Background: an optimization exercise with open tools, aiming at small area and a short achievable clock period. Do not read the settings as production practice.
RTL that was checked went through simulation tests only; none was proved equivalent to the original.
The RTL of runs 3 to 6 was laid out without a check of its function.
Power is estimated from default activity; no workload was simulated.

`design/flow/run.sh`:
```
#!/bin/bash
# synth_recipe.tcl (not shown) runs the flow's synth.tcl, then flattens the netlist and writes it again
# the make line also repeats each setting of config.mk as NAME=value (left out here)
make -C /OpenROAD-flow-scripts/flow DESIGN_CONFIG=/design/flow/config.mk WORK_HOME=/design/flow/orfs CLKGATE_MAP_FILE= SYNTH_SCRIPT=/design/flow/synth_recipe.tcl finish
```
`design/flow/config.mk`:
```
export PLATFORM = sky130hd
export DESIGN_NAME = mc_fifo
export DESIGN_NICKNAME = mc_fifo
export VERILOG_FILES = /design/flow/design.v
export SDC_FILE = /design/flow/constraint.sdc
export NUM_CORES = 4
export LEC_CHECK = 0
export CAP_MARGIN = 20
export CORE_MARGIN = 2
export CORE_UTILIZATION = 50
export CTS_CLUSTER_DIAMETER = 70
export CTS_CLUSTER_SIZE = 30
export SETUP_SLACK_MARGIN = 1.8
export SLEW_MARGIN = 20
export SYNTH_HIERARCHICAL = 1
export SYNTH_MINIMUM_KEEP_SIZE = 0
```
`design/flow/constraint.sdc`:
```
create_clock -name core_clock -period 4.0 [get_ports {clk}]
set_input_delay 0.8000 -clock core_clock [delete_from_list [all_inputs] [get_ports {clk}]]
set_output_delay 0.8000 -clock core_clock [all_outputs]
set_load 0.01 [all_outputs]
```
`design/flow/design.v`:
```
package mc_fifo_pkg;
    localparam int DEF_WIDTH     = 8;
    localparam int DEF_DEPTH     = 32;
    localparam int DEF_CHANNELS  = 4;
    localparam int DEF_AF_MARGIN = 2;
    localparam int DEF_AE_MARGIN = 2;
    function automatic int width_of(input int n);
        width_of = (n <= 1) ? 1 : $clog2(n);
    endfunction
endpackage
module mc_fifo_ctrl
#(
    parameter int DEPTH     = mc_fifo_pkg::DEF_DEPTH,
    parameter int AF_MARGIN = mc_fifo_pkg::DEF_AF_MARGIN,
    parameter int AE_MARGIN = mc_fifo_pkg::DEF_AE_MARGIN
) (
    input  logic                                    wr_req,
    input  logic                                    rd_req,
    input  logic                                    clear_err,
    input  logic [mc_fifo_pkg::width_of(DEPTH):0]   count_q,
    input  logic                                    empty_q,
    input  logic                                    af_q,
    input  logic                                    ae_q,
    input  logic                                    overflow_q,
    input  logic                                    underflow_q,
    output logic                                    wr_acc,
    output logic                                    rd_acc,
    output logic [mc_fifo_pkg::width_of(DEPTH):0]   count_d,
    output logic [mc_fifo_pkg::width_of(DEPTH):0]   count_d_rd,
    output logic                                    empty_d,
    output logic                                    af_d,
    output logic                                    ae_d,
    output logic                                    overflow_d,
    output logic                                    underflow_d
);
    localparam int AW    = mc_fifo_pkg::width_of(DEPTH);
    localparam int CNT_W = AW + 1;
    if (AF_MARGIN + 1 > DEPTH - 1) begin : g_bad_af
        $error("mc_fifo_ctrl: AF_MARGIN must leave room for the look-ahead compare");
    end
    logic full, inc, dec;
    assign full = count_q[AW];
    assign wr_acc = wr_req && !full;
    assign rd_acc = rd_req && !empty_q;
    assign inc = wr_acc && !rd_acc;
    assign dec = rd_acc && !wr_acc;
    assign count_d_rd = count_d;
    always_comb begin
        count_d = count_q;
        empty_d = empty_q;
        af_d    = af_q;
        ae_d    = ae_q;
        if (inc) begin
            count_d = count_q + 1'b1;
            empty_d = 1'b0;
            af_d    = (count_q >= CNT_W'(DEPTH - AF_MARGIN - 1));
            ae_d    = (count_q <= CNT_W'(AE_MARGIN - 1));
        end else if (dec) begin
            count_d = count_q - 1'b1;
            empty_d = (count_q == CNT_W'(1));
            af_d    = (count_q >= CNT_W'(DEPTH - AF_MARGIN + 1));
            ae_d    = (count_q <= CNT_W'(AE_MARGIN + 1));
        end
    end
    always_comb begin
        overflow_d  = clear_err ? 1'b0 : overflow_q;
        underflow_d = clear_err ? 1'b0 : underflow_q;
        if (wr_req && full) begin
            overflow_d = 1'b1;
        end
        if (rd_req && empty_q) begin
            underflow_d = 1'b1;
        end
    end
endmodule
module mc_fifo_dec #(
    parameter int AW = 5
) (
    input  logic [AW-1:0]      idx,
    output logic [(1<<AW)-1:0] sel
);
    for (genvar s = 0; s < (1 << AW); s++) begin : g_sel
        assign sel[s] = (idx == AW'(s));
    end
endmodule
module mc_fifo_aomux #(
    parameter int N = 32,
    parameter int W = 8
) (
    input  logic [N-1:0]   sel,
    input  logic [N*W-1:0] d,
    output logic [W-1:0]   q
);
    always_comb begin
        q = '0;
        for (int s = 0; s < N; s++) begin
            q = q | ({W{sel[s]}} & d[s*W +: W]);
        end
    end
endmodule
module mc_fifo_aotree32 #(
    parameter int W = 8
) (
    input  logic [31:0]   sel,
    input  logic [32*W-1:0] d,
    output logic [W-1:0]  q
);
    for (genvar b = 0; b < W; b++) begin : g_bit
        logic [3:0]  grp;
        logic [1:0]  half_n;
        for (genvar k = 0; k < 4; k++) begin : g_grp
            logic [7:0] dk;
            for (genvar j = 0; j < 8; j++) begin : g_d
                assign dk[j] = d[(8*k+j)*W + b];
            end
            mc_fifo_ao8 u_ao (
                .sel (sel[8*k +: 8]),
                .d   (dk),
                .y   (grp[k])
            );
        end
        mc_fifo_nor2 u_nor0 (.a (grp[0]), .b (grp[1]), .y (half_n[0]));
        mc_fifo_nor2 u_nor1 (.a (grp[2]), .b (grp[3]), .y (half_n[1]));
        mc_fifo_nand2 u_out (.a (half_n[0]), .b (half_n[1]), .y (q[b]));
    end
endmodule
module mc_fifo_ao8 (
    input  logic [7:0] sel,
    input  logic [7:0] d,
    output logic       y
);
    assign y = |(sel & d);
endmodule
module mc_fifo_nor2 (
    input  logic a, b,
    output logic y
);
    assign y = !(a || b);
endmodule
module mc_fifo_nand2 (
    input  logic a, b,
    output logic y
);
    assign y = !(a && b);
endmodule
module mc_fifo_mux2i (
    input  logic s, a, b,
    output logic y
);
    assign y = !(s ? b : a);
endmodule
module mc_fifo_inv (
    input  logic a,
    output logic y
);
    assign y = !a;
endmodule
module mc_fifo_aoi22 (
    input  logic a0, b0, a1, b1,
    output logic y
);
    assign y = !((a0 && b0) || (a1 && b1));
endmodule
module mc_fifo_nand3 (
    input  logic a, b, c,
    output logic y
);
    assign y = !(a && b && c);
endmodule
module mc_fifo
#(
    parameter int WIDTH     = mc_fifo_pkg::DEF_WIDTH,
    parameter int DEPTH     = mc_fifo_pkg::DEF_DEPTH,
    parameter int CHANNELS  = mc_fifo_pkg::DEF_CHANNELS,
    parameter int AF_MARGIN = mc_fifo_pkg::DEF_AF_MARGIN,
    parameter int AE_MARGIN = mc_fifo_pkg::DEF_AE_MARGIN
) (
    input  logic                          clk,
    input  logic                          reset,
    input  logic                          write_en,
    input  logic [mc_fifo_pkg::width_of(CHANNELS)-1:0] wr_ch,
    input  logic [WIDTH-1:0]              data_in,
    input  logic                          read_en,
    input  logic [mc_fifo_pkg::width_of(CHANNELS)-1:0] rd_ch,
    input  logic                          clear_err,
    output logic [WIDTH-1:0]              data_out,
    output logic                          data_valid,
    output logic [CHANNELS-1:0]           full,
    output logic [CHANNELS-1:0]           empty,
    output logic [CHANNELS-1:0]           almost_full,
    output logic [CHANNELS-1:0]           almost_empty,
    output logic [mc_fifo_pkg::width_of(DEPTH):0]      rd_count,
    output logic [CHANNELS-1:0]           overflow,
    output logic [CHANNELS-1:0]           underflow
);
    localparam int CW = mc_fifo_pkg::width_of(CHANNELS);
    localparam int AW = mc_fifo_pkg::width_of(DEPTH);
    if ((DEPTH < 4) || ((DEPTH & (DEPTH - 1)) != 0)) begin : g_bad_depth
        $error("mc_fifo: DEPTH must be a power of two and at least 4");
    end
    if (CHANNELS < 1) begin : g_bad_channels
        $error("mc_fifo: CHANNELS must be at least 1");
    end
    if ((AF_MARGIN < 1) || (AF_MARGIN > DEPTH - 1)) begin : g_bad_af
        $error("mc_fifo: AF_MARGIN must be in 1..DEPTH-1");
    end
    if ((AE_MARGIN < 1) || (AE_MARGIN > DEPTH - 1)) begin : g_bad_ae
        $error("mc_fifo: AE_MARGIN must be in 1..DEPTH-1");
    end
    logic [CHANNELS-1:0] wr_req, rd_req, wr_acc, rd_acc;
    logic [AW-1:0]       count_lo_a [CHANNELS];
    logic [AW:0]         count_rd_a [CHANNELS];
    logic [WIDTH-1:0]    head_a  [CHANNELS];
    logic [(1<<CW)-1:0]  rd_oh;
    mc_fifo_dec #(.AW(CW)) u_rd_dec (
        .idx (rd_ch),
        .sel (rd_oh)
    );
    for (genvar g = 0; g < CHANNELS; g++) begin : g_ch
        assign wr_req[g] = write_en && (wr_ch == CW'(g));
        assign rd_req[g] = read_en && rd_oh[g];
        logic [AW-1:0] count_lo_q;
        logic          full_q, empty_q, af_q, ae_q, overflow_q, underflow_q;
        logic [AW:0]   count_rd_q;
        logic [AW:0]   count_d, count_d_rd;
        logic          empty_d, af_d, ae_d, overflow_d, underflow_d;
        mc_fifo_ctrl #(
            .DEPTH     (DEPTH),
            .AF_MARGIN (AF_MARGIN),
            .AE_MARGIN (AE_MARGIN)
        ) u_ctrl (
            .wr_req      (wr_req[g]),
            .rd_req      (rd_req[g]),
            .clear_err   (clear_err),
            .count_q     ({full_q, count_lo_q}),
            .empty_q     (empty_q),
            .af_q        (af_q),
            .ae_q        (ae_q),
            .overflow_q  (overflow_q),
            .underflow_q (underflow_q),
            .wr_acc      (wr_acc[g]),
            .rd_acc      (rd_acc[g]),
            .count_d     (count_d),
            .count_d_rd  (count_d_rd),
            .empty_d     (empty_d),
            .af_d        (af_d),
            .ae_d        (ae_d),
            .overflow_d  (overflow_d),
            .underflow_d (underflow_d)
        );
        always_ff @(posedge clk or posedge reset) begin
            if (reset) begin
                count_lo_q  <= '0;
                full_q      <= 1'b0;
                count_rd_q  <= '0;
                empty_q     <= 1'b1;
                af_q        <= 1'b0;
                ae_q        <= 1'b1;
                overflow_q  <= 1'b0;
                underflow_q <= 1'b0;
            end else begin
                count_lo_q  <= count_d[AW-1:0];
                full_q      <= count_d[AW];
                count_rd_q  <= count_d_rd;
                empty_q     <= empty_d;
                af_q        <= af_d;
                ae_q        <= ae_d;
                overflow_q  <= overflow_d;
                underflow_q <= underflow_d;
            end
        end
        assign full[g]         = full_q;
        assign empty[g]        = empty_q;
        assign almost_full[g]  = af_q;
        assign almost_empty[g] = ae_q;
        assign overflow[g]     = overflow_q;
        assign underflow[g]    = underflow_q;
        assign count_lo_a[g]   = count_lo_q;
        assign count_rd_a[g]   = count_rd_q;
        logic [WIDTH-1:0] sr_q [DEPTH];
        logic [WIDTH-1:0] rot  [DEPTH];
        always_ff @(posedge clk) begin
            if (wr_acc[g]) begin
                sr_q[0] <= data_in;
                for (int i = 1; i < DEPTH; i++) begin
                    sr_q[i] <= sr_q[i-1];
                end
            end
        end
        for (genvar s = 0; s < DEPTH; s++) begin : g_rot
            assign rot[s] = sr_q[(s + DEPTH - 1) % DEPTH];
        end
        logic [DEPTH-1:0]       rsel;
        logic [DEPTH*WIDTH-1:0] rot_flat;
        for (genvar s = 0; s < DEPTH; s++) begin : g_flat
            assign rot_flat[s*WIDTH +: WIDTH] = rot[s];
        end
        mc_fifo_dec #(.AW(AW)) u_dec (
            .idx (count_lo_a[g]),
            .sel (rsel)
        );
        if (DEPTH == 32) begin : g_tree
            mc_fifo_aotree32 #(.W(WIDTH)) u_mux (
                .sel (rsel),
                .d   (rot_flat),
                .q   (head_a[g])
            );
        end else begin : g_flat_mux
            mc_fifo_aomux #(.N(DEPTH), .W(WIDTH)) u_mux (
                .sel (rsel),
                .d   (rot_flat),
                .q   (head_a[g])
            );
        end
    end
    logic [CHANNELS*(AW+1)-1:0]   count_flat;
    logic [(CHANNELS+1)*WIDTH-1:0] dsel_flat;
    logic [WIDTH-1:0]              data_out_q, data_out_d;
    logic                          data_valid_q;
    logic                          rd_any;
    for (genvar g = 0; g < CHANNELS; g++) begin : g_flat
        assign count_flat[g*(AW+1) +: AW+1] = count_rd_a[g];
        assign dsel_flat[g*WIDTH +: WIDTH]  = head_a[g];
    end
    assign dsel_flat[CHANNELS*WIDTH +: WIDTH] = data_out_q;
    assign rd_any = |rd_acc;
    if (CHANNELS == 4) begin : g_cnt_tree
        for (genvar b = 0; b <= AW; b++) begin : g_bit
            logic m01_n, m23_n;
            mc_fifo_mux2i u_m01 (.s (rd_ch[0]), .a (count_flat[0*(AW+1)+b]), .b (count_flat[1*(AW+1)+b]), .y (m01_n));
            mc_fifo_mux2i u_m23 (.s (rd_ch[0]), .a (count_flat[2*(AW+1)+b]), .b (count_flat[3*(AW+1)+b]), .y (m23_n));
            mc_fifo_mux2i u_mq  (.s (rd_ch[1]), .a (m01_n), .b (m23_n), .y (rd_count[b]));
        end
    end else begin : g_cnt_mux
        mc_fifo_aomux #(.N(CHANNELS), .W(AW+1)) u_cnt_mux (
            .sel (rd_oh[CHANNELS-1:0]),
            .d   (count_flat),
            .q   (rd_count)
        );
    end
    if (CHANNELS == 4) begin : g_dout_tree
        for (genvar b = 0; b < WIDTH; b++) begin : g_bit
            logic x01_n, x23_n, xh_n;
            mc_fifo_aoi22 u_x01 (.a0 (rd_acc[0]), .b0 (head_a[0][b]), .a1 (rd_acc[1]), .b1 (head_a[1][b]), .y (x01_n));
            mc_fifo_aoi22 u_x23 (.a0 (rd_acc[2]), .b0 (head_a[2][b]), .a1 (rd_acc[3]), .b1 (head_a[3][b]), .y (x23_n));
            mc_fifo_nand2 u_xh  (.a (!rd_any), .b (data_out_q[b]), .y (xh_n));
            mc_fifo_nand3 u_out (.a (x01_n), .b (x23_n), .c (xh_n), .y (data_out_d[b]));
        end
    end else begin : g_dout_mux
        mc_fifo_aomux #(.N(CHANNELS+1), .W(WIDTH)) u_dout_mux (
            .sel ({!rd_any, rd_acc}),
            .d   (dsel_flat),
            .q   (data_out_d)
        );
    end
    always_ff @(posedge clk or posedge reset) begin
        if (reset) begin
            data_out_q   <= '0;
            data_valid_q <= 1'b0;
        end else begin
            data_valid_q <= rd_any;
            data_out_q   <= data_out_d;
        end
    end
    assign data_out   = data_out_q;
    assign data_valid = data_valid_q;
endmodule
```
==> results of run 1 <==
## flip-flops by register name, indices dropped and copies added (netlist names)
name	flops
g_ch.underflow_q	4
g_ch.sr_q	1024
g_ch.count_rd_q	24
g_ch.overflow_q	4
data_valid_q	1
g_ch.ae_q	4
g_ch.af_q	4
g_ch.empty_q	4
g_ch.count_lo_q	20
data_out_q	8
g_ch.full_q	4
## layout make-up
type,count,area [um^2],area share
sequential,1101,32700,0.701
multi-input combinational,1168,9120,0.195
timing repair buffer,177,1690,0.0361
tap,1070,1340,0.0287
clock buffer,56,1340,0.0286
clock inverter,29,297,0.00635
inverter,29,188,0.00402
timing repair inverter,3,26.3,0.000562
## per-module statistics from Yosys, one instance, submodules excluded, excerpt
module,flops+latches,times used
mc_fifo,1101,1
mc_fifo_ao8,0,128
mc_fifo_aoi22,0,16
mc_fifo_mux2i,0,18
mc_fifo_nand2,0,40
mc_fifo_nand3,0,8
mc_fifo_nor2,0,64
## kinds of logic (layout without fill, tap and decap cells)
family,count (synthesis),in the layout,share of synthesized area
AOI/OAI and AO/OA,592,592,0.110
xor gates and xnor gates,20,20,0.00427
adders and majority gates,12,12,0.00366
buffers and inverters,93,294,0.0137
DFF,1101,1101,0.796
muxes,22,22,0.00536
and+or+nand+nor,522,522,0.0666
## per-layer routing
| metal | up-vias | GRT usage | routed length (um) |
|---|---|---|---|
| met5 | - | 0 | 0 |
| met4 | 0 | 0.0463 | 2010 |
| met3 | 116 | 0.0414 | 8970 |
| met2 | 1051 | 0.335 | 45100 |
| met1 | 11900 | 0.351 | 43000 |
| li1 | 10000 | - | - |
## through the flow
stage	power [mW]	hold WS (ns)	cells	cell area (um^2)	setup slack, ns
finish	28.3	0.441	3633	46700	1.57
global route	29.4	0.443	3633	46700	1.50
CTS	27.6	0.442	3580	45800	1.57
detailed placement	20.4	0.434	3444	42900	0.746
global placement	20.3	0.428	3444	42900	0.761
floorplan	18.0	0.427	2362	41200	1.54
## worst max path at each step
stage             start               endpoint  slack (ns)
6_report       rd_ch[0]            rd_count[3]        1.57
3_5_place_dp   rd_ch[1]            rd_count[3]        0.75
2_1_floorplan  wr_ch[0]  g_ch[0].count_rd_q[3]        1.54
3_3_place_gp   rd_ch[1]            rd_count[3]        0.76
4_1_cts        rd_ch[0]            rd_count[3]        1.57
5_1_grt        rd_ch[0]            rd_count[3]        1.50
## power by group
part	total, mW	internal [mW]	switching (mW)	leakage (nW)
Sequential	14.5	13.6	0.918	10.3
Clock	6.28	2.56	3.71	0.793
Combinational	7.53	2.67	4.86	3.44
Total	28.3	18.8	9.50	14.5
## cell usage after synthesis, drive strengths merged, types with 8 or more instances
cell type,instances
dfrtp,69
mux2i,22
or3b,12
buf,52
ha,12
nand2,64
inv,29
nand3,24
nand4,132
xnor2,16
a22oi,532
edfxtp,1024
nand2b,16
dfstp,8
clkbuf,12
o21ai,16
o211ai,8
nor2,229
and3,9
nand3b,12
## what timing repair did
action | CTS | global route
endpoints found under the setup margin | 514 | 238
buffers inserted | 48 | 51
cloned | 3 | 2
gates resized for setup | 411 | 111
endpoints found under the hold margin | 0 | 0
pin swaps | 16 | 95
## worst max-delay path, delay by kind of cell
kind,cells,cell delay [ns]
buffers and inverters,4,0.51
multiplexers,2,0.33
==> run summary, run 1 <==
* Internal reg-to-reg setup slack at between 1.5 and 2 ns
* DR WL/cell at around 27 um
* Die height at between 200 and 300 um
* Starting Density at 0.502
* Area Growth Syn to Fin at 13.8%
* RSZ-0062 raised after global routing: yes
* Setup CP Type: input pin to primary output
* Fin crit period at 2.43 ns
* Area contributors post-synth: edfxtp_1 (75%), a22oi_1 (9.4%), dfrtp_1 (4.2%), nand4_1 (2.0%), nor2_1 (2.0%)
* Number of I/O port buffers at 55
* First-pass GRT wire length at 144000 um
* Crit-path max cell delay at ~0.22 ns
* Worst R2R Start: g_ch[1].count_lo_q[1]
* H-tree lvl count at 2
* Layout cell share with drive strength beyond 1 at 0.224
* Vias at between 20000 and 25000
* Die W at 291 um
* Clock slew at reported path FFs at approximately 0.11 ns
* Fmax at just over 400 MHz
* Max Slew Vio Count at 0
* Critical path capture point type: primary output
* Most common cell after layout, fill and taps aside: edfxtp_1
* Worst path cell trace: buf_6 > buf_8 > buf_6 > mux2i_1 > mux2i_1 > buf_2
* Netlist Area Pre-Place at between 40000 and 50000 um^2
* Max_cap viols at 0
* WL final at around 99000 um
* Lkg Pwr at 14.5 nW
* Total Nets Final at between 2000 and 3000
* DRC violations left at 0
* #FFs+latches synth at 1101
* Worst Path Max Fanout at 4
* Mapped Cells at approximately 2400
* Vias in the first global route at 22100
* Cell Rows at between 100 and 150
* Hold Buf Count CTS at 0
* P per Cell Area at roughly 610 nW/um^2
* # clock sinks at 1101
* Drt pass-1 iters at 7
* Synth top area share at 0.749
* Clk latency of the worst-skew pair at between 0.6 and 0.7 ns
* Deepest clock path buffer count at 3
* Largest net degree at the start of global routing at 78
* Fin Setup TNS at 0 ns
* Synth cell types at 48
* Status: finished clean
* Total GRT Usage at 0.226
* Num CTS Buffers at 50
* Gr ovfl total at 0
* Hpwl dp at just over 60000 um
* Starting DRC count in detailed routing at about 3000
* Tcrit/Tclk final at 0.609
* Yosys top cell by area: edfxtp_1
* Highest-count cells in the layout ignoring fill and taps: edfxtp_1 (1024), a22oi_1 (481), nand4_1 (132), nor2_4 (101), buf_4 (84)
* Fill cells at 6187
* HP Start: g_ch[3].sr_q[21][7]
* Die ar. at 84400 um^2
* Hold EP: g_ch[3].sr_q[22][7]
* Worst flop-to-flop path endpoint: data_out_q[7]
* Most common flop cell mapped by yosys: edfxtp_1
* Slowest CP cell: mux2i_1
* Number of synthesized flops with an enable pin at 1024
* Worst slew pin tran at about 1 ns
* Core ar. at around 80000 um^2
* Skew final at 0.0391 ns
* Syn Nets at approximately 2400
* Final setup viols at 0
* CP startpoint kind: input pin
* Worst reg2reg path depth at 9
* CTS tree: yes
* Antenna Nets Post-Route at 0
* GPL Wtd Cong at 0.823
* IO Pins at 56
* Min-Delay Path Class: register to register
* Final Hold Fails at 0
* Worst vdd ir at 339 uV
* ANT cells at 0
* Seq/Total Area, Yosys at 0.796
* Final core occ at 0.572
* YS warnings at 29
* Hold path cells at 0
* Drt via density at about 6.4
* Slew HR at 0.350
* CTS root buf: clkbuf_16
* Critical Path RT at ~3.2 ns
* Antenna violations before repair at 3
* Async SR Flop Fraction at 0.0699
* CP Data Arrival Time at between 1.5 and 2 ns
* Synth Area per Inst at 17.4 um^2
==> run 2: changes to the inputs <==
--- a/design/flow/config.mk
+++ b/design/flow/config.mk
@@ -11,5 +11,5 @@
 export CTS_CLUSTER_DIAMETER = 70
 export CTS_CLUSTER_SIZE = 30
-export SETUP_SLACK_MARGIN = 1.8
+export SETUP_SLACK_MARGIN = 1.65
 export SLEW_MARGIN = 20
 export SYNTH_HIERARCHICAL = 1
==> run summary, run 2 <==
* Status: finished clean
* Deepest clock path buffer count at 3 (unchanged)
* RSZ-0062 raised after global routing: yes
* Antenna violations before repair at 5 (+2)
* Top-count cell post-synth: edfxtp_1
* Met2 WL at 42200 um (-6.5%)
* Final setup viols at 0 (unchanged)
* Syn Nets at 2391 (unchanged)
* Final core occ at 0.558 (-0.0140)
* Worst path cell trace: nand2b_4 > nor2_2 > a22oi_1 > nand4_1 > nor2_1 > nand2_1 > a22oi_2 > nand3_1
* Mapped Cells at 2362 (unchanged)
* Lkg Pwr at 14.1 nW (-2.7%)
* First-pass GRT wire length at 140000 um (-2.7%)
* Most flops, register: g_ch.sr_q
* P per Cell Area at 602 nW/um^2 (-0.59%)
* Highest-count cells in the layout ignoring fill and taps: edfxtp_1 (1024), a22oi_1 (513), nand4_1 (132), nor2_2 (105), nor2_1 (87)
* Worst vdd ir at 465 uV (+37%)
* DR WL/cell at 26.6 um (-2.6%)
* Yosys top cell by area: edfxtp_1
* Max_cap viols at 0 (unchanged)
* Area contributors post-synth: edfxtp_1 (75%), a22oi_1 (9.4%), dfrtp_1 (4.2%), nand4_1 (2.0%), nor2_1 (2.0%)
* Starting DRC count in detailed routing at 2984 (-0.33%)
* Number of synthesized flops with an enable pin at 1024 (unchanged)
* Top Layer Used: met5
* Cell Rows at 105 (unchanged)
* Core ar. at 81700 um^2 (unchanged)
* Hold EP: g_ch[2].sr_q[2][4]
* Slew HR at 0.458 (+0.108)
* CTS root buf: clkbuf_16
* Slowest CP cell: dfrtp_2
* Clk latency of the worst-skew pair at 0.67 ns (about the same)
* WL final at 94800 um (-4.3%)
* HP Start: g_ch[2].sr_q[1][4]
* Tcrit/Tclk final at 0.588 (-0.0205)
* Total Nets Final at 2482 (-3.0%)
* Num CTS Buffers at 53 (+6.0%)
* Worst Path Max Fanout at 12 (+8)
* Vias at 22500 (-2.6%)
* # clock sinks at 1101 (unchanged)
* Max FFs per register at 1024 (unchanged)
* CP startpoint kind: register
* Worst flop-to-flop path endpoint: data_out_q[4]
* CTS tree: yes
* Skew final at 0.0320 ns (-0.00710 ns)
* Synth top area share at 0.749 (unchanged)
* Setup CP Type: register to register
* Worst reg2reg path depth at 8 (-1)
* Fin crit period at 2.35 ns (-0.0819 ns)
* Gr ovfl total at 0 (unchanged)
* Most common flop cell mapped by yosys: edfxtp_1
* Critical Path RT at 4.55 ns (+1.35 ns)
* YS warnings at 29 (unchanged)
* Die height at 291 um (unchanged)
* Die W at 291 um (unchanged)
* Number of I/O port buffers at 55 (unchanged)
* Layout cell share with drive strength beyond 1 at 0.167 (-0.0570)
* Antenna Nets Post-Route at 0 (unchanged)
* Drt pass-1 iters at 5 (-2)
* Fill cells at 6310 (+2.0%)
* Crit-path max cell delay at 0.60 ns (+0.38 ns)
* Drt via density at 6.32 (-0.84%)
* Final hold slack at 0.438 ns (-0.00322 ns)
* Internal reg-to-reg setup slack at 1.65 ns (-0.10 ns)
* Fin Setup TNS at 0 ns (unchanged)
* Met3 WL post-DR at 8360 um (-6.8%)
* Met1 wire length at 41600 um (-3.3%)
* Synth cell types at 48 (unchanged)
* IO Pins at 56 (unchanged)
* DRC violations left at 0 (unchanged)
* Worst R2R Start: g_ch[3].count_lo_q[2]
* Most common cell after layout, fill and taps aside: edfxtp_1
* Critical path capture point type: register
* Final Hold Fails at 0 (unchanged)
* Total GRT Usage at 0.220 (-0.00603)
* Top Registers: g_ch.sr_q (1024), g_ch.count_rd_q (24), g_ch.count_lo_q (20)
* Async SR Flop Fraction at 0.0699 (unchanged)
* GPL Wtd Cong at 0.835 (+1.4%)
* Netlist Area Pre-Place at 41100 um^2 (unchanged)
* #FFs+latches synth at 1101 (unchanged)
* Hold Buf Count CTS at 0 (unchanged)
* Synth cell count leaders: edfxtp_1 (1024), a22oi_1 (516), nor2_1 (217)
* CP Data Arrival Time at 2.90 ns (+1.27 ns)
* Largest net degree at the start of global routing at 130 (+67%)
* Starting Density at 0.502 (unchanged)
* H-tree lvl count at 2 (unchanged)
* Clock slew at reported path FFs at 0.11 ns (about the same)
* Worst slew pin tran at 0.810 ns (-0.166 ns)
* Area Growth Syn to Fin at 11.0%
* Fmax at 425 MHz (+3.5%)
* Die ar. at 84400 um^2 (unchanged)
* Vias in the first global route at 21700 (-1.6%)
* Hpwl dp at 61400 um (-0.65%)
* Min-Delay Path Class: register to register
* Max Slew Vio Count at 0 (unchanged)
* Synth Area per Inst at 17.4 um^2 (unchanged)
* Hold path cells at 0 (unchanged)
* Seq/Total Area, Yosys at 0.796 (unchanged)
==> run 2: cell counts after synthesis <==
No cell type changed its count.
==> run 2: how the worst max path moves through the flow <==
stage | from | end | depth (start not counted)
detailed placement | rd_ch[0] | rd_count[0] | 5
finish | g_ch[3].count_lo_q[2] | data_out_q[4] | 8
global route | g_ch[3].count_lo_q[2] | data_out_q[4] | 8
CTS | g_ch[3].count_rd_q[4] | rd_count[4] | 3
global placement | rd_ch[1] | rd_count[3] | 3
floorplan | wr_ch[0] | g_ch[0].count_rd_q[3] | 7
==> run 2: metrics by stage <==
step	power, mW	instance area [um^2]	std cells	worst slack [ns]
floorplan	18.0	41200	2362	1.54
global placement	20.3	42900	3444	0.757
detailed placement	20.4	42900	3444	0.771
CTS	27.3	45200	3551	1.65
global route	28.6	45600	3567	1.58
finish	27.5	45600	3568	1.65
==> run 2: timing repair <==
action | CTS | global route
buffers inserted | 7 | 16
resized for setup | 255 | 66
endpoints found under the setup margin | 49 | 164
gates cloned | 1 | 0
pin swaps | 0 | 3
==> run 2: worst max-delay path: cells and delay by family (launching register included) <==
family | cells | cell delay [ns]
simple gates | 6 | 1.22
flops | 1 | 0.60
compound gates | 2 | 0.41
==> run 2: power by group <==
part	internal (mW)	leakage [nW]	switching, mW
combinational	2.05	2.95	4.12
sequential	13.6	10.3	1.05
clock	2.78	0.893	3.87
total	18.4	14.1	9.03
==> run 2: final cells by class <==
cell class / instances / area, um^2 / area share
Sequential cell: 1101 / 32700 / 0.718
Multi-Input combinational cell: 1168 / 8460 / 0.186
Inverter: 29 / 198 / 0.00434
Clock inverter: 35 / 405 / 0.00889
Antenna cell: 1 / 2.50 / 0.0000549
Clock buffer: 64 / 1430 / 0.0314
Tap cell: 1070 / 1340 / 0.0294
Timing Repair Buffer: 100 / 997 / 0.0219
==> run 2: kinds of logic after synthesis <==
group	Yosys count	share of synthesized area
flip-flops	1101	0.796
AO/OA/AOI/OAI	592	0.110
AND/OR/NAND/NOR	522	0.0666
buffers and inverters	93	0.0137
multiplexers	22	0.00536
XOR/XNOR	20	0.00427
adder cells (fa/ha/maj)	12	0.00366
==> run 2: per-layer routing <==
layer  GRT usage  up-vias
li1            -     9865
met1       0.329    11600
met2       0.319      952
met3      0.0574      140
met4      0.0626        4
met5           0        -
==> run 2: per-module statistics from Yosys, one instance, submodules excluded, excerpt <==
module,area (um^2),cells inside,flops+latches,copies in the design
mc_fifo_mux2i,10.0,1,0,18
mc_fifo_ao8,36.3,5,0,128
mc_fifo,32900,1136,1101,1
mc_fifo_nor2,3.75,1,0,64
mc_fifo_aoi22,12.5,1,0,16
mc_fifo_nand3,5.00,1,0,8
mc_fifo_nand2,3.75,1,0,40
==> run 3: changes to the inputs <==
--- a/design/flow/design.v
+++ b/design/flow/design.v
@@ -28,4 +28,5 @@
     output logic [mc_fifo_pkg::width_of(DEPTH):0]   count_d,
     output logic [mc_fifo_pkg::width_of(DEPTH):0]   count_d_rd,
+    output logic [mc_fifo_pkg::width_of(DEPTH)-1:0] count_d_pos,
     output logic                                    empty_d,
     output logic                                    af_d,
@@ -45,5 +46,6 @@
     assign inc = wr_acc && !rd_acc;
     assign dec = rd_acc && !wr_acc;
-    assign count_d_rd = count_d;
+    assign count_d_rd  = count_d;
+    assign count_d_pos = count_d[AW-1:0];
     always_comb begin
         count_d = count_q;
@@ -220,8 +222,10 @@
         assign wr_req[g] = write_en && (wr_ch == CW'(g));
         assign rd_req[g] = read_en && rd_oh[g];
-        logic [AW-1:0] count_lo_q;
+        logic [AW-1:0] count_lo_q, count_pos_q;
         logic          full_q, empty_q, af_q, ae_q, overflow_q, underflow_q;
+        logic          not_empty_q, not_ae_q;
         logic [AW:0]   count_rd_q;
         logic [AW:0]   count_d, count_d_rd;
+        logic [AW-1:0] count_d_pos;
         logic          empty_d, af_d, ae_d, overflow_d, underflow_d;
         mc_fifo_ctrl #(
@@ -243,4 +247,5 @@
             .count_d     (count_d),
             .count_d_rd  (count_d_rd),
+            .count_d_pos (count_d_pos),
             .empty_d     (empty_d),
             .af_d        (af_d),
@@ -254,7 +259,8 @@
                 full_q      <= 1'b0;
                 count_rd_q  <= '0;
-                empty_q     <= 1'b1;
+                count_pos_q <= '0;
+                not_empty_q <= 1'b0;
                 af_q        <= 1'b0;
-                ae_q        <= 1'b1;
+                not_ae_q    <= 1'b0;
                 overflow_q  <= 1'b0;
                 underflow_q <= 1'b0;
@@ -263,11 +269,14 @@
                 full_q      <= count_d[AW];
                 count_rd_q  <= count_d_rd;
-                empty_q     <= empty_d;
+                count_pos_q <= count_d_pos;
+                not_empty_q <= !empty_d;
                 af_q        <= af_d;
-                ae_q        <= ae_d;
+                not_ae_q    <= !ae_d;
                 overflow_q  <= overflow_d;
                 underflow_q <= underflow_d;
             end
         end
+        assign empty_q         = !not_empty_q;
+        assign ae_q            = !not_ae_q;
         assign full[g]         = full_q;
         assign empty[g]        = empty_q;
@@ -276,5 +285,5 @@
         assign overflow[g]     = overflow_q;
         assign underflow[g]    = underflow_q;
-        assign count_lo_a[g]   = count_lo_q;
+        assign count_lo_a[g]   = count_pos_q;
         assign count_rd_a[g]   = count_rd_q;
         logic [WIDTH-1:0] sr_q [DEPTH];
==> run summary, run 3 <==
* Cell mode on critical path: mux2i_1
* Critical path depth at 3 (-5)
* Number of I/O port buffers at 55 (unchanged)
* Most flops, register: g_ch.sr_q
* Met2 WL at 43100 um (+2.2%)
* Combinational share of power at 0.221 (-0.004)
* Top-count cell post-synth: edfxtp_1
* Synth top area share at 0.736 (-0.0126)
* Worst reg2reg path depth at 8 (unchanged)
* Die ar. at 85800 um^2 (+1.7%)
* Critical path capture point type: primary output
* Syn Nets at 2447 (+2.3%)
* Critical Path RT at 3.20 ns (-1.35 ns)
* Critical Path End: rd_count[2]
* IO Pins at 56 (unchanged)
* DRC violations left at 0 (unchanged)
* Drt pass-1 iters at 5 (unchanged)
* Starting DRC count in detailed routing at 2894 (-3.0%)
* CP startpoint kind: register
* Worst vdd ir at 380 uV (-18%)
* Mapped Cells at 2418 (+2.4%)
* Core ar. at 82400 um^2 (+0.80%)
* Die height at 293 um (+0.84%)
* Fmax at 424 MHz (-0.23%)
* Number of synthesized flops with an enable pin at 1024 (unchanged)
* Total GRT Usage at 0.221 (+0.00101)
* Fin crit period at 2.36 ns (+0.00551 ns)
* Drt via density at 6.38 (+1.0%)
* Vias in the first global route at 22000 (+1.4%)
* Worst flop-to-flop path endpoint: data_out_q[3]
* Antenna violations before repair at 4 (-1)
* Adder-Cell Fraction of Synth Area at 0.00360 (-0.0000614)
* Worst slew pin tran at 0.819 ns (+0.00869 ns)
* Sequential share of power at 0.540 (+0.007)
* Mux cell area share after synthesis at 0.00527 (-0.0000900)
* Most common flop cell mapped by yosys: edfxtp_1
* Worst R2R Start: g_ch[0].count_pos_q[4]
* Fin cells at 3580 (+0.34%)
* Highest-count cells in the layout ignoring fill and taps: edfxtp_1 (1024), a22oi_1 (513), nand4_1 (132), nor2_2 (125), nor2_1 (87)
* Lkg Pwr at 14.3 nW (+1.5%)
* Setup CP Type: register to primary output
* Final Hold Fails at 0 (unchanged)
* Placed inst area at 43500 um^2 (+1.4%)
* Fill cells at 6333 (+0.36%)
* Hpwl dp at 62200 um (+1.2%)
* P_int at 18.5 mW (+0.50%)
* Gr ovfl total at 0 (unchanged)
* Vias at 22800 (+1.4%)
* Min-Delay Path Class: register to register
* Skew final at 0.0457 ns (+0.0137 ns)
* Synth cell count leaders: edfxtp_1 (1024), a22oi_1 (516), nor2_1 (217)
* Largest net degree at the start of global routing at 127 (-2.3%)
* Area contributors post-synth: edfxtp_1 (74%), a22oi_1 (9.3%), dfrtp_1 (5.8%), nand4_1 (2.0%), nor2_1 (2.0%)
* Internal reg-to-reg setup slack at 1.69 ns (+0.04 ns)
* Deepest clock path buffer count at 3 (unchanged)
* Overall power at 27.5 mW (+0.31%)
* Slew HR at 0.452 (-0.00582)
* Max FFs per register at 1024 (unchanged)
* Seq/Total Area, Yosys at 0.795 (-0.00161)
* Slowest CP cell: dfrtp_1
* Clk pwr share at 0.239 (-0.003)
* Synth cell types at 47 (-2.1%)
* Status: finished clean
* First-pass GRT wire length at 143000 um (+1.9%)
* Xor/xnor cell area share of the yosys netlist at 0.00420 (-0.0000716)
* H-tree lvl count at 2 (unchanged)
* Critical path's top delay family: flip-flops
* Tcrit/Tclk final at 0.590 (+0.00138)
* Cell Count Post-Placement at 3478 (+0.99%)
* Crit-path max cell delay at 0.48 ns (-0.12 ns)
* Most common cell after layout, fill and taps aside: edfxtp_1
* ANT cells at 0 (-1)
* Max Slew Vio Count at 0 (unchanged)
* Yosys top cell by area: edfxtp_1
* CTS tree: yes
* WL final at 96200 um (+1.5%)
* Num CTS Buffers at 52 (-1.9%)
* Layout cell share with drive strength beyond 1 at 0.147 (-0.0196)
* Fin Setup TNS at 0 ns (unchanged)
* # clock sinks at 1121 (+1.8%)
* Antenna Nets Post-Route at 0 (unchanged)
* Max_cap viols at 0 (unchanged)
* Setup ws final at 1.64 ns (-0.00551 ns)
* Net Sw Frac at 0.328 (-0.00127)
* Area Growth Syn to Fin at 9.62%
* Top Layer Used: met5
* P per Cell Area at 602 nW/um^2 (-0.11%)
* RSZ-0062 raised after global routing: yes
* Netlist Area Pre-Place at 41800 um^2 (+1.7%)
* CP startpoint: g_ch[0].count_rd_q[2]
* Clock slew at reported path FFs at 0.11 ns (about the same)
* Met3 WL post-DR at 8420 um (+0.73%)
* Starting Density at 0.507 (+0.00450)
* Top Registers: g_ch.sr_q (1024), g_ch.count_rd_q (24)
* Clk latency of the worst-skew pair at 0.66 ns (about the same)
* Total Nets Final at 2500 (+0.73%)
* Worst Path Max Fanout at 1 (-11)
* Simple-gate share of the synthesized area at 0.0655 (-0.00112)
* Compound-Gate Fraction of Synth Area at 0.108 (-0.00185)
* Worst path cell trace: mux2i_1 > mux2i_1 > buf_2
* #FFs+latches synth at 1121 (+1.8%)
* CP Buf/Inv Count at 1 (+1)
* Die W at 293 um (+0.84%)
* YS warnings at 29 (unchanged)
* CTS root buf: clkbuf_16
* Place WS at 0.803 ns (+0.0327 ns)
* CP Data Arrival Time at 1.56 ns (-1.34 ns)
* GPL Wtd Cong at 0.841 (+0.75%)
* Async SR Flop Fraction at 0.0865 (+0.0166)
* Met1 wire length at 43400 um (+4.3%)
* Cell Rows at 105 (unchanged)
* Psw at 9.03 mW (about the same)
* Largest family of logic cells by synthesized area: compound AO/OA/AOI/OAI gates
* DR WL/cell at 26.9 um (+1.2%)
* Final setup viols at 0 (unchanged)
* Final instance area at 45800 um^2 (+0.42%)
* Synth Area per Inst at 17.3 um^2 (-0.65%)
## run 3: cell types whose count changed after synthesis
cell,previous run,this run
dfrtp_1,69,97
buf_4,48,68
inv_1,21,37
dfstp_2,8,0
## run 3: per-module statistics from Yosys (local to each module, per instance), excerpt
module,flops+latches,cell area [um^2],times used
mc_fifo_mux2i,0,10.0,18
mc_fifo_nand3,0,5.00,8
mc_fifo_aoi22,0,12.5,16
mc_fifo_nor2,0,3.75,64
mc_fifo,1121,33500,1
mc_fifo_nand2,0,3.75,40
## run 3: worst min path at each step
stage	startpoint	end	slack [ns]	depth (start not counted)
floorplan	g_ch[0].sr_q[9][0]	g_ch[0].sr_q[10][0]	0.43	0
global placement	g_ch[1].sr_q[20][7]	g_ch[1].sr_q[21][7]	0.43	0
detailed placement	g_ch[2].sr_q[11][6]	g_ch[2].sr_q[12][6]	0.43	0
CTS	g_ch[2].sr_q[4][1]	g_ch[2].sr_q[5][1]	0.44	0
global route	g_ch[0].sr_q[12][0]	g_ch[0].sr_q[13][0]	0.45	0
finish	g_ch[3].sr_q[20][1]	g_ch[3].sr_q[21][1]	0.44	0
## run 3: metal layers
| layer | track usage | vias to the layer above |
|---|---|---|
| met5 | 0 | - |
| met4 | 0.0378 | 6 |
| met3 | 0.0411 | 93 |
| met1 | 0.354 | 11800 |
| li1 | - | 9917 |
| met2 | 0.319 | 1018 |
## run 3: stage by stage
stage	hold WS, ns	utilization
after floorplan	0.427	-
after global placement	0.427	0.528
after detailed placement	0.434	0.528
after CTS	0.442	0.552
after global routing	0.450	0.556
final	0.442	0.556
## run 3: power groups by stage
stage,logic [mW],registers [mW],clock network [mW]
2_1_floorplan,3.99,14.6,0
3_3_place_gp,5.64,15.1,0
3_5_place_dp,5.72,15.1,0
4_1_cts,5.87,14.8,6.78
5_1_grt,6.51,15.0,7.15
6_report,6.08,14.9,6.58
## run 3: final cells by class
class                   instances  area (um^2)  area share
multi-input cells            1168         8330       0.182
inverters                      45          268     0.00585
clock buffers                  63         1400      0.0305
flip-flops and latches       1121        33200       0.725
repair buffers                 83          842      0.0184
clock inverters                30          394     0.00861
well taps                    1070         1340      0.0292
## run 3: repair_timing
item / CTS / global route
setup buffers: 5 / 3
gates resized for setup: 168 / 87
cloned: 1 / 0
hold buffers: 0 / 0
setup endpoints to repair: 47 / 239
## run 3: cells by family (layout without fill, tap and decap cells)
group,after synthesis,count (layout)
adder cells (fa/ha/maj),12,12
AO/OA/AOI/OAI,592,592
flip-flops,1121,1121
XOR/XNOR,20,20
multiplexers,22,22
buffers and inverters,129,221
AND/OR/NAND/NOR,522,522
## run 3: worst reg2reg max path, delay by kind of cell, from the launching register on
family	cells	cell delay, ns
DFF	1	0.51
AOI/OAI and AO/OA	2	0.30
and+or+nand+nor	6	1.47
==> run 4: changes to the inputs <==
--- a/design/flow/config.mk
+++ b/design/flow/config.mk
@@ -11,5 +11,5 @@
 export CTS_CLUSTER_DIAMETER = 70
 export CTS_CLUSTER_SIZE = 30
-export SETUP_SLACK_MARGIN = 1.65
+export SETUP_SLACK_MARGIN = 1.75
 export SLEW_MARGIN = 20
 export SYNTH_HIERARCHICAL = 1
==> run summary, run 4 <==
* Largest net degree at the start of global routing at 105 (-17%)
* Critical path's top delay family: buffers and inverters
* Antenna Nets Post-Route at 0 (unchanged)
* RSZ-0062 raised after global routing: yes
* Most common flop cell mapped by yosys: edfxtp_1
* Die height at 293 um (unchanged)
* Critical path depth at 6 (+3)
* Die ar. at 85800 um^2 (unchanged)
* Critical Path RT at 3.20 ns (about the same)
* Final Hold Fails at 0 (unchanged)
* CP startpoint kind: input pin
* Critical path capture point type: primary output
* Clk pwr share at 0.240 (about the same)
* Worst vdd ir at 404 uV (+6.3%)
* Slowest CP cell: mux2i_1
* Clock slew at reported path FFs at 0.10 ns (about the same)
* Yosys top cell by area: edfxtp_1
* Worst reg2reg path depth at 10 (+2)
* Crit-path max cell delay at 0.16 ns (-0.32 ns)
* Cell mode on critical path: buf_12
* Tcrit/Tclk final at 0.607 (+0.0170)
* Met3 WL post-DR at 8480 um (+0.70%)
* Area Growth Syn to Fin at 11.8%
* CTS tree: yes
* Max FFs per register at 1024 (unchanged)
* Cell Rows at 105 (unchanged)
* Internal reg-to-reg setup slack at 1.74 ns (+0.05 ns)
* Psw at 9.46 mW (+4.8%)
* Net Sw Frac at 0.333 (+0.00472)
* Fmax at 412 MHz (-2.8%)
* DRC violations left at 0 (unchanged)
* CP Buf/Inv Count at 4 (+3)
* Synth cell types at 47 (unchanged)
* Synth top area share at 0.736 (unchanged)
* Worst slew pin tran at 0.776 ns (-0.0424 ns)
* Antenna violations before repair at 6 (+2)
* Fill cells at 6215 (-1.9%)
* Hold Buf Count CTS at 0 (unchanged)
* Clk latency of the worst-skew pair at 0.66 ns (about the same)
* Area contributors post-synth: edfxtp_1 (74%), a22oi_1 (9.3%), dfrtp_1 (5.8%), nand4_1 (2.0%), nor2_1 (2.0%)
* Gr ovfl total at 0 (unchanged)
* Met2 WL at 43500 um (+1.1%)
* Setup CP Type: input pin to primary output
* Met1 wire length at 44500 um (+2.5%)
* Min-Delay Path Class: register to register
* P_int at 19.0 mW (+2.6%)
* Vias in the first global route at 22300 (+1.1%)
* Status: finished clean
* Layout cell share with drive strength beyond 1 at 0.183 (+0.0360)
* Place WS at 0.791 ns (-0.0127 ns)
* Total GRT Usage at 0.225 (+0.00485)
* Max Slew Vio Count at 0 (unchanged)
* Worst path cell trace: buf_12 > buf_12 > buf_6 > mux2i_2 > mux2i_1 > buf_2
* Highest-count cells in the layout ignoring fill and taps: edfxtp_1 (1024), a22oi_1 (510), nand4_1 (132), nor2_4 (81), nor2_1 (73)
* Worst Path Max Fanout at 8 (+7)
* Num CTS Buffers at 53 (+1.9%)
* Core ar. at 82400 um^2 (unchanged)
* YS warnings at 29 (unchanged)
* Async SR Flop Fraction at 0.0865 (unchanged)
* Top Layer Used: met5
* Most flops, register: g_ch.sr_q
* P per Cell Area at 609 nW/um^2 (+1.3%)
* Final setup viols at 0 (unchanged)
* Vias at 23300 (+1.9%)
* Starting DRC count in detailed routing at 3241 (+12%)
* GPL Wtd Cong at 0.848 (+0.84%)
* Combinational share of power at 0.235 (+0.014)
* Cell Count Post-Placement at 3481 (+0.086%)
* Slew HR at 0.481 (+0.0292)
* IO Pins at 56 (unchanged)
* Die W at 293 um (unchanged)
* Hpwl dp at 62800 um (+0.99%)
* CTS root buf: clkbuf_16
* First-pass GRT wire length at 146000 um (+2.2%)
* Top Registers: g_ch.sr_q (1024), g_ch.count_rd_q (24)
* Mapped Cells at 2418 (unchanged)
* Top-count cell post-synth: edfxtp_1
* Deepest clock path buffer count at 3 (unchanged)
* Fin crit period at 2.43 ns (+0.0679 ns)
* # clock sinks at 1121 (unchanged)
* Synth cell count leaders: edfxtp_1 (1024), a22oi_1 (516), nor2_1 (217)
* Total Nets Final at 2534 (+1.4%)
* WL final at 98500 um (+2.4%)
* Most common cell after layout, fill and taps aside: edfxtp_1
* Syn Nets at 2447 (unchanged)
* H-tree lvl count at 2 (unchanged)
* Setup ws final at 1.57 ns (-0.0679 ns)
* Hold path cells at 0 (unchanged)
* Synth Area per Inst at 17.3 um^2 (unchanged)
* #FFs+latches synth at 1121 (unchanged)
* Drt pass-1 iters at 5 (unchanged)
* Fin cells at 3617 (+1.0%)
* Drt via density at 6.43 (+0.85%)
* DR WL/cell at 27.2 um (+1.3%)
* Skew final at 0.0261 ns (-0.0196 ns)
* Netlist Area Pre-Place at 41800 um^2 (unchanged)
* Fin Setup TNS at 0 ns (unchanged)
* Number of I/O port buffers at 55 (unchanged)
* Number of synthesized flops with an enable pin at 1024 (unchanged)
* Max_cap viols at 0 (unchanged)
* Lkg Pwr at 14.6 nW (+1.9%)
* CP Data Arrival Time at 1.63 ns (+0.07 ns)
* Sequential share of power at 0.525 (-0.015)
* Starting Density at 0.507 (unchanged)
* Seq/Total Area, Yosys at 0.795 (unchanged)
[run 4: cell counts after synthesis]
Identical to the previous run, type by type.
[run 4: layout make-up]
class | instances | area (um^2) | area share
multi-input cells | 1168 | 8870 | 0.190
flip-flops and latches | 1121 | 33200 | 0.711
repair inverters | 2 | 17.5 | 0.000375
well taps | 1070 | 1340 | 0.0287
diodes | 1 | 2.50 | 0.0000536
repair buffers | 114 | 1100 | 0.0235
clock buffers | 61 | 1400 | 0.0300
inverters | 45 | 268 | 0.00574
clock inverters | 35 | 484 | 0.0104
[run 4: timing repair]
action	4_1_cts	5_1_grt
endpoints found under the setup margin	277	424
buffers inserted	10	25
pin swaps	1	24
gates cloned	3	1
gates resized for setup	305	110
[run 4: power groups by stage]
stage          sequential, mW  combinational [mW]  clock [mW]
6_report                 14.9                6.69        6.82
5_1_grt                  15.0                7.13        7.39
4_1_cts                  14.9                6.20        7.01
3_5_place_dp             15.1                5.75           0
3_3_place_gp             15.1                5.66           0
2_1_floorplan            14.6                4.03           0
[run 4: logic make-up after synthesis]
family | Yosys count | synth area share
DFF | 1121 | 0.795
and+or+nand+nor | 522 | 0.0655
AOI/OAI and AO/OA | 592 | 0.108
xor gates and xnor gates | 20 | 0.00419
muxes | 22 | 0.00527
buffers and inverters | 129 | 0.0185
adders and majority gates | 12 | 0.00360
[run 4: worst paths after layout]
kind / end / start
hold / removal: g_ch[3].sr_q[21][5] / g_ch[3].sr_q[20][5]
min in group asynchronous: g_ch[3].count_rd_q[5] / reset
setup reg to reg: data_out_q[6] / g_ch[0].count_pos_q[0]
setup / recovery: rd_count[1] / rd_ch[0]
hold reg to reg: g_ch[3].sr_q[21][5] / g_ch[3].sr_q[20][5]
max in group asynchronous: g_ch[2].count_pos_q[4] / reset
[run 4: metrics by stage]
step	utilization	power [mW]	hold slack, ns	instance area [um^2]
2_1_floorplan	-	18.6	0.427	42000
3_3_place_gp	0.529	20.8	0.428	43600
3_5_place_dp	0.529	20.8	0.434	43600
4_1_cts	0.560	28.1	0.447	46100
5_1_grt	0.567	29.6	0.450	46700
6_report	0.567	28.4	0.443	46700
[run 4: layer usage]
| layer | vias to the layer above | GRT usage |
|---|---|---|
| met3 | 122 | 0.0398 |
| met5 | - | 0 |
| met2 | 1071 | 0.320 |
| met4 | 2 | 0.0490 |
| li1 | 9993 | - |
| met1 | 12100 | 0.364 |
[run 4: per-module statistics from Yosys (local to each module, per instance), excerpt]
module         flip-flops and latches  cell area, um^2  cells  copies in the design
mc_fifo_nand2                       0             3.75      1                    40
mc_fifo                          1121            33500   1172                     1
mc_fifo_aoi22                       0             12.5      1                    16
mc_fifo_nor2                        0             3.75      1                    64
mc_fifo_nand3                       0             5.00      1                     8
mc_fifo_ao8                         0             36.3      5                   128
mc_fifo_mux2i                       0             10.0      1                    18
==> run 5: changes to the inputs <==
--- a/design/flow/config.mk
+++ b/design/flow/config.mk
@@ -11,5 +11,5 @@
 export CTS_CLUSTER_DIAMETER = 70
 export CTS_CLUSTER_SIZE = 30
-export SETUP_SLACK_MARGIN = 1.75
+export SETUP_SLACK_MARGIN = 1.55
 export SLEW_MARGIN = 20
 export SYNTH_HIERARCHICAL = 1
==> run summary, run 5 <==
* Status: finished clean
* #FFs+latches synth at 1121 (unchanged)
* Worst path cell trace: clkdlybuf4s50_1
* Highest-count cells in the layout ignoring fill and taps: edfxtp_1 (1024), a22oi_1 (516), nand4_1 (132), nor2_1 (115), nor2_2 (103)
* DR WL/cell at 26.8 um (-1.4%)
* Area contributors post-synth: edfxtp_1 (74%), a22oi_1 (9.3%), dfrtp_1 (5.8%), nand4_1 (2.0%), nor2_1 (2.0%)
* Setup ws final at 1.60 ns (+0.0271 ns)
* Most common cell after layout, fill and taps aside: edfxtp_1
* Mux cell area share after synthesis at 0.00527 (unchanged)
* Antenna Nets Post-Route at 0 (unchanged)
* Cell Count Post-Placement at 3484 (+0.086%)
* Tcrit/Tclk final at 0.600 (-0.00678)
* GPL Wtd Cong at 0.857 (+1.1%)
* Hpwl dp at 62800 um (about the same)
* Seq/Total Area, Yosys at 0.795 (unchanged)
* Worst flop-to-flop path endpoint: data_out_q[4]
* Placed inst area at 43500 um^2 (-0.11%)
* Min-Delay Path Class: register to register
* CP Data Arrival Time at 1.60 ns (-0.03 ns)
* Antenna violations before repair at 6 (unchanged)
* DRC violations left at 0 (unchanged)
* CP Buf/Inv Count at 1 (-3)
* Die W at 293 um (unchanged)
* HP Start: g_ch[1].sr_q[21][0]
* Fmax at 417 MHz (+1.1%)
* Adder-Cell Fraction of Synth Area at 0.00360 (unchanged)
* Worst slew pin tran at 0.848 ns (+0.0722 ns)
* Core ar. at 82400 um^2 (unchanged)
* Total Nets Final at 2505 (-1.1%)
* Clk latency of the worst-skew pair at 0.67 ns (about the same)
* Worst reg2reg path depth at 8 (-2)
* Worst Path Max Fanout at 2 (-6)
* Critical path's top delay family: buffers and inverters
* CP startpoint kind: register
* H-tree lvl count at 2 (unchanged)
* Skew final at 0.0434 ns (+0.0173 ns)
* Max_cap viols at 0 (unchanged)
* Setup CP Type: register to primary output
* Die height at 293 um (unchanged)
* Internal reg-to-reg setup slack at 1.62 ns (-0.12 ns)
* Drt pass-1 iters at 6 (+1)
* WL final at 96300 um (-2.3%)
* Final Hold Fails at 0 (unchanged)
* Synth top area share at 0.736 (unchanged)
* Compound-Gate Fraction of Synth Area at 0.108 (unchanged)
* Cell Rows at 105 (unchanged)
* Top-count cell post-synth: edfxtp_1
* CTS root buf: clkbuf_16
* IO Pins at 56 (unchanged)
* Lkg Pwr at 14.3 nW (-1.7%)
* Area Growth Syn to Fin at 9.40%
* ANT cells at 0 (-1)
* Max FFs per register at 1024 (unchanged)
* Number of synthesized flops with an enable pin at 1024 (unchanged)
* Die ar. at 85800 um^2 (unchanged)
* Worst vdd ir at 413 uV (+2.4%)
* Hold path cells at 0 (unchanged)
* Starting DRC count in detailed routing at 2875 (-11%)
* Top Registers: g_ch.sr_q (1024), g_ch.count_rd_q (24)
* Starting Density at 0.507 (unchanged)
* Slowest CP cell: clkdlybuf4s50_1
* First-pass GRT wire length at 143000 um (-2.0%)
* Most flops, register: g_ch.sr_q
* Number of I/O port buffers at 55 (unchanged)
* RSZ-0062 raised after global routing: yes
* Final setup viols at 0 (unchanged)
* Critical path capture point type: primary output
* Final instance area at 45700 um^2 (-2.2%)
* Netlist Area Pre-Place at 41800 um^2 (unchanged)
* Async SR Flop Fraction at 0.0865 (unchanged)
* Fin cells at 3586 (-0.86%)
* Synth cell types at 47 (unchanged)
* Layout cell share with drive strength beyond 1 at 0.133 (-0.0499)
* # clock sinks at 1121 (unchanged)
* Drt via density at 6.34 (-1.4%)
* Syn Nets at 2447 (unchanged)
* P per Cell Area at 602 nW/um^2 (-1.1%)
* Fin crit period at 2.40 ns (-0.0271 ns)
* Hold Buf Count CTS at 0 (unchanged)
* Hold EP: g_ch[1].sr_q[22][0]
* CTS tree: yes
* Slew HR at 0.432 (-0.0491)
* Total GRT Usage at 0.221 (-0.00421)
* Mapped Cells at 2418 (unchanged)
* Overall power at 27.5 mW (-3.3%)
* Vias at 22700 (-2.3%)
* Fin Setup TNS at 0 ns (unchanged)
* Xor/xnor cell area share of the yosys netlist at 0.00420 (unchanged)
* Synth Area per Inst at 17.3 um^2 (unchanged)
* Vias in the first global route at 21900 (-1.6%)
* Critical Path RT at 3.20 ns (about the same)
* Yosys top cell by area: edfxtp_1
* Worst R2R Start: g_ch[2].count_pos_q[3]
* Most common flop cell mapped by yosys: edfxtp_1
* Place WS at 0.459 ns (-0.332 ns)
* Gr ovfl total at 0 (unchanged)
* Synth cell count leaders: edfxtp_1 (1024), a22oi_1 (516), nor2_1 (217)
* Simple-gate share of the synthesized area at 0.0655 (unchanged)
* Deepest clock path buffer count at 3 (unchanged)
* Clock slew at reported path FFs at 0.11 ns (about the same)
* Largest family of logic cells by synthesized area: compound AO/OA/AOI/OAI gates
* Final hold slack at 0.436 ns (-0.00758 ns)
* Final core occ at 0.555 (-0.0122)
* Largest net degree at the start of global routing at 138 (+31%)
* Num CTS Buffers at 52 (-1.9%)
* YS warnings at 29 (unchanged)
* Max Slew Vio Count at 0 (unchanged)
* Crit-path max cell delay at 0.55 ns (+0.39 ns)
## run 5: cell counts after synthesis
Identical to the previous run, type by type.
## run 5: modules after synthesis (local to each module, per instance), excerpt
module,flops+latches,cells,cell area (um^2),copies in the design
mc_fifo,1121,1172,33500,1
mc_fifo_ao8,0,5,36.3,128
mc_fifo_aoi22,0,1,12.5,16
mc_fifo_mux2i,0,1,10.0,18
mc_fifo_nand3,0,1,5.00,8
mc_fifo_nand2,0,1,3.75,40
mc_fifo_nor2,0,1,3.75,64
## run 5: layer usage
metal	vias up	part of all wire	GRT usage
met4	4	0.018	0.0459
met3	103	0.090	0.0458
li1	9932	-	-
met1	11700	0.45	0.353
met5	-	0.00029	0
met2	988	0.44	0.315
## run 5: cell families (layout without fill, tap and decap cells)
logic type | Yosys count | after routing
compound gates | 592 | 592
xor+xnor | 20 | 20
fa+ha+maj | 12 | 12
buf+inv | 129 | 227
flops | 1121 | 1121
mux | 22 | 22
simple gates | 522 | 522
## run 5: worst register-to-register path: stages (launching register included)
cell and delay (ns):
dfrtp_2 0.53, nand3b_1 0.32, nor2_2 0.19, a22oi_1 0.22
nand4_1 0.23, nor2_1 0.33, nand2_1 0.18, a22oi_2 0.19
nand3_1 0.09
## run 5: where the power goes
group,internal [mW],switching (mW),total [mW]
combinational,1.92,4.14,6.06
clock,2.72,3.88,6.60
sequential,13.8,1.01,14.9
## run 5: area by class of cell
| type | instances | area [um^2] |
|---|---|---|
| Clock buffer | 59 | 1330 |
| Clock inverter | 35 | 470 |
| Fill cell | 6354 | 36700 |
| Inverter | 45 | 258 |
| Multi-Input combinational cell | 1168 | 8200 |
| Sequential cell | 1121 | 33200 |
| Tap cell | 1070 | 1340 |
| Timing Repair Buffer | 88 | 886 |
## run 5: timing repair
action,CTS,global route
resized for setup,114,85
hold endpoints to repair,0,0
cloned,1,0
setup buffers,7,0
endpoints found under the setup margin,41,34
## run 5: worst max-delay path by stage
stage | from | end | slack, ns | cells after the start
after detailed placement | rd_ch[1] | data_out_q[4] | 0.46 | 9
after floorplan | wr_ch[0] | g_ch[0].count_pos_q[3] | 1.51 | 7
final | g_ch[3].full_q | full[3] | 1.60 | 1
after global routing | g_ch[3].count_pos_q[0] | data_out_q[5] | 1.52 | 8
after CTS | rd_ch[1] | rd_count[4] | 1.47 | 3
after global placement | rd_ch[1] | data_out_q[1] | 0.54 | 9
==> run 6: changes to the inputs <==
--- a/design/flow/design.v
+++ b/design/flow/design.v
@@ -170,4 +170,33 @@
     assign y = !(a && b && c);
 endmodule
+module mc_fifo_dec32 (
+    input  logic [4:0]  idx,
+    output logic [31:0] sel
+);
+    logic [4:0] idx_n;
+    logic [3:0] lo_n;
+    logic [7:0] hi_n;
+    for (genvar i = 0; i < 5; i++) begin : g_inv
+        mc_fifo_inv u_inv (.a (idx[i]), .y (idx_n[i]));
+    end
+    for (genvar i = 0; i < 4; i++) begin : g_lo
+        mc_fifo_nand2 u_lo (
+            .a (i[0] ? idx[0] : idx_n[0]),
+            .b (i[1] ? idx[1] : idx_n[1]),
+            .y (lo_n[i])
+        );
+    end
+    for (genvar j = 0; j < 8; j++) begin : g_hi
+        mc_fifo_nand3 u_hi (
+            .a (j[0] ? idx[2] : idx_n[2]),
+            .b (j[1] ? idx[3] : idx_n[3]),
+            .c (j[2] ? idx[4] : idx_n[4]),
+            .y (hi_n[j])
+        );
+    end
+    for (genvar s = 0; s < 32; s++) begin : g_sel
+        mc_fifo_nor2 u_sel (.a (lo_n[s % 4]), .b (hi_n[s / 4]), .y (sel[s]));
+    end
+endmodule
 module mc_fifo
 #(
@@ -305,8 +334,15 @@
             assign rot_flat[s*WIDTH +: WIDTH] = rot[s];
         end
-        mc_fifo_dec #(.AW(AW)) u_dec (
-            .idx (count_lo_a[g]),
-            .sel (rsel)
-        );
+        if (DEPTH == 32) begin : g_pos_dec
+            mc_fifo_dec32 u_dec (
+                .idx (count_lo_a[g]),
+                .sel (rsel)
+            );
+        end else begin : g_dec
+            mc_fifo_dec #(.AW(AW)) u_dec (
+                .idx (count_lo_a[g]),
+                .sel (rsel)
+            );
+        end
         if (DEPTH == 32) begin : g_tree
             mc_fifo_aotree32 #(.W(WIDTH)) u_mux (
--- a/design/flow/config.mk
+++ b/design/flow/config.mk
@@ -11,5 +11,5 @@
 export CTS_CLUSTER_DIAMETER = 70
 export CTS_CLUSTER_SIZE = 30
-export SETUP_SLACK_MARGIN = 1.55
+export SETUP_SLACK_MARGIN = 1.85
 export SLEW_MARGIN = 20
 export SYNTH_HIERARCHICAL = 1
==> run summary, run 6 <==
* Status: finished clean
* Die height at 293 um (-0.13%)
* Vias at 23600 (+3.7%)
* Most common flop cell mapped by yosys: edfxtp_1
* Final setup viols at 0 (unchanged)
* Tcrit/Tclk final at 0.595 (-0.00445)
* Cell Count Post-Placement at 3498 (+0.40%)
* Max_cap viols at 0 (unchanged)
* Fmax at 420 MHz (+0.75%)
* Most flops, register: g_ch.sr_q
* Net Sw Frac at 0.340 (+0.0119)
* Die ar. at 85600 um^2 (-0.26%)
* Synth top area share at 0.738 (+0.00195)
* Final instance area at 47200 um^2 (+3.2%)
* Area contributors post-synth: edfxtp_1 (74%), a22oi_1 (9.3%), dfrtp_1 (5.8%), nand4_1 (2.0%), nor2_1 (2.0%)
* Cell Rows at 105 (unchanged)
* Hpwl dp at 61700 um (-1.8%)
* Max Slew Vio Count at 0 (unchanged)
* Die W at 293 um (-0.13%)
* Worst path cell trace: buf_8 > buf_8 > buf_6 > mux2i_1 > mux2i_1 > buf_2
* Yosys top cell by area: edfxtp_1
* Antenna Nets Post-Route at 0 (unchanged)
* Sequential share of power at 0.520 (-0.020)
* Critical Path RT at 3.20 ns (about the same)
* Deepest clock path buffer count at 3 (unchanged)
* Starting Density at 0.506 (-0.000529)
* Synth Area per Inst at 17.2 um^2 (-0.59%)
* Overall power at 28.7 mW (+4.2%)
* Worst Path Max Fanout at 7 (+5)
* Synth cell count leaders: edfxtp_1 (1024), a22oi_1 (516), nor2_1 (217)
* Max FFs per register at 1024 (unchanged)
* Synth cell types at 41 (-13%)
* Seq/Total Area, Yosys at 0.797 (+0.00210)
* CTS root buf: clkbuf_16
* Slowest CP cell: buf_2
* CP Data Arrival Time at 1.58 ns (-0.02 ns)
* #FFs+latches synth at 1121 (unchanged)
* Core ar. at 82200 um^2 (-0.16%)
* First-pass GRT wire length at 145000 um (+1.6%)
* Skew final at 0.0337 ns (-0.00975 ns)
* Fin cells at 3646 (+1.7%)
* Combinational share of power at 0.253 (+0.033)
* IO Pins at 56 (unchanged)
* Number of I/O port buffers at 55 (unchanged)
* DRC violations left at 0 (unchanged)
* Fin crit period at 2.38 ns (-0.0178 ns)
* Final Hold Fails at 0 (unchanged)
* Fin Setup TNS at 0 ns (unchanged)
* Top Registers: g_ch.sr_q (1024), g_ch.count_rd_q (24)
* Largest net degree at the start of global routing at 58 (-58%)
* H-tree lvl count at 2 (unchanged)
* Simple-gate share of the synthesized area at 0.0623 (-0.00319)
* RSZ-0062 raised after global routing: yes
* Mapped Cells at 2426 (+0.33%)
* Hold Buf Count CTS at 0 (unchanged)
* Clk pwr share at 0.228 (-0.012)
* Total Nets Final at 2569 (+2.6%)
* Setup CP Type: input pin to primary output
* Number of synthesized flops with an enable pin at 1024 (unchanged)
* Gr ovfl total at 0 (unchanged)
* Final core occ at 0.573 (+0.0188)
* Area Growth Syn to Fin at 13.2%
* YS warnings at 29 (unchanged)
* Crit-path max cell delay at 0.16 ns (-0.39 ns)
* Clock slew at reported path FFs at 0.11 ns (about the same)
* Placed inst area at 43500 um^2 (about the same)
* CTS tree: yes
* Mux cell area share after synthesis at 0.00529 (+0.0000139)
* Fill cells at 6201 (-2.4%)
* Top-count cell post-synth: edfxtp_1
* Largest family of logic cells by synthesized area: compound AO/OA/AOI/OAI gates
## run 6: cell types whose count changed after synthesis
cell	previous run	this run
nand3b_1	12	0
nand2b_1	8	0
clkbuf_1	12	0
nand2_1	64	76
inv_1	37	57
or2_2	4	0
or3b_4	12	0
or3_1	4	0
nand3_1	24	52
## run 6: power groups by stage
stage / Combinational, mW / Sequential, mW / Clock (mW)
after floorplan: 3.95 / 14.5 / 0
after global placement: 5.64 / 15.1 / 0
after detailed placement: 5.72 / 15.0 / 0
after CTS: 6.30 / 14.8 / 6.70
after global routing: 7.72 / 15.0 / 7.07
final: 7.24 / 14.9 / 6.53
## run 6: through the flow
| stage | setup WS, ns | hold WS, ns |
|---|---|---|
| 4_1_cts | 1.62 | 0.437 |
| 2_1_floorplan | 1.51 | 0.427 |
| 3_3_place_gp | 0.841 | 0.428 |
| 3_5_place_dp | 0.796 | 0.433 |
| 5_1_grt | 1.54 | 0.440 |
| 6_report | 1.62 | 0.442 |
## run 6: cell families (layout without fill, tap and decap cells)
kind of cell | Yosys count | in the layout
flops | 1121 | 1121
compound gates | 592 | 592
simple gates | 522 | 522
buf+inv | 137 | 287
mux | 22 | 22
xor+xnor | 20 | 20
fa+ha+maj | 12 | 12
## run 6: worst paths after layout
| check | start | endpoint | slack, ns | cells after the start |
|---|---|---|---|---|
| worst max-delay path | rd_ch[0] | rd_count[3] | 1.62 | 6 |
| worst min-delay path | g_ch[0].sr_q[21][0] | g_ch[0].sr_q[22][0] | 0.44 | 0 |
| worst max register to register | g_ch[0].count_pos_q[4] | data_out_q[6] | 1.75 | 10 |
| worst min register to register | g_ch[0].sr_q[21][0] | g_ch[0].sr_q[22][0] | 0.44 | 0 |
| max in group asynchronous | reset | g_ch[1].count_pos_q[0] | 2.56 | 4 |
| min in group asynchronous | reset | g_ch[3].not_empty_q | 0.48 | 2 |
## run 6: metal layers
metal | wire [um] | up-vias | track usage
met4 | 1880 | 6 | 0.0495
li1 | - | 10100 | -
met1 | 44500 | 12300 | 0.368
met5 | 31 | - | 0
met2 | 43100 | 1129 | 0.318
met3 | 9260 | 111 | 0.0335
## run 6: area by class of cell
type | count | area (um^2) | share of cell area
inverters | 65 | 358 | 0.00759
repair buffers | 126 | 1310 | 0.0277
clock inverters | 32 | 392 | 0.00830
well taps | 1070 | 1340 | 0.0284
clock buffers | 58 | 1360 | 0.0287
flip-flops and latches | 1121 | 33200 | 0.704
multi-input cells | 1168 | 9140 | 0.194
repair inverters | 6 | 57.6 | 0.00122
## run 6: critical path: cells and delay by family
kind	cells	cell delay, ns
multiplexers	2	0.26
buffers and inverters	4	0.52
## run 6: repair_timing
item | 4_1_cts | 5_1_grt
pin swaps | 6 | 53
endpoints found under the setup margin | 613 | 265
buffers inserted | 20 | 27
gates resized for setup | 375 | 179
endpoints found under the hold margin | 0 | 0
gates cloned | 7 | 3
## run 6: Yosys stat by module (local to each module, per instance), excerpt
module,flops+latches,cells inside,copies in the design,area (um^2)
mc_fifo,1121,1172,1,33500
mc_fifo_ao8,0,5,128,36.3
mc_fifo_aoi22,0,1,16,12.5
mc_fifo_inv,0,1,20,3.75
mc_fifo_mux2i,0,1,18,10.0
mc_fifo_nand2,0,1,56,3.75
mc_fifo_nand3,0,1,40,5.00
mc_fifo_nor2,0,1,192,3.75

Check on run 6: ideal ports give 1.619 ns setup slack; a clkbuf_16 on the clock port and buf_2 on the inputs give 1.576 ns; moving port delays by the midpoint clock arrival (0.707 ns) as well gives 1.191 ns.
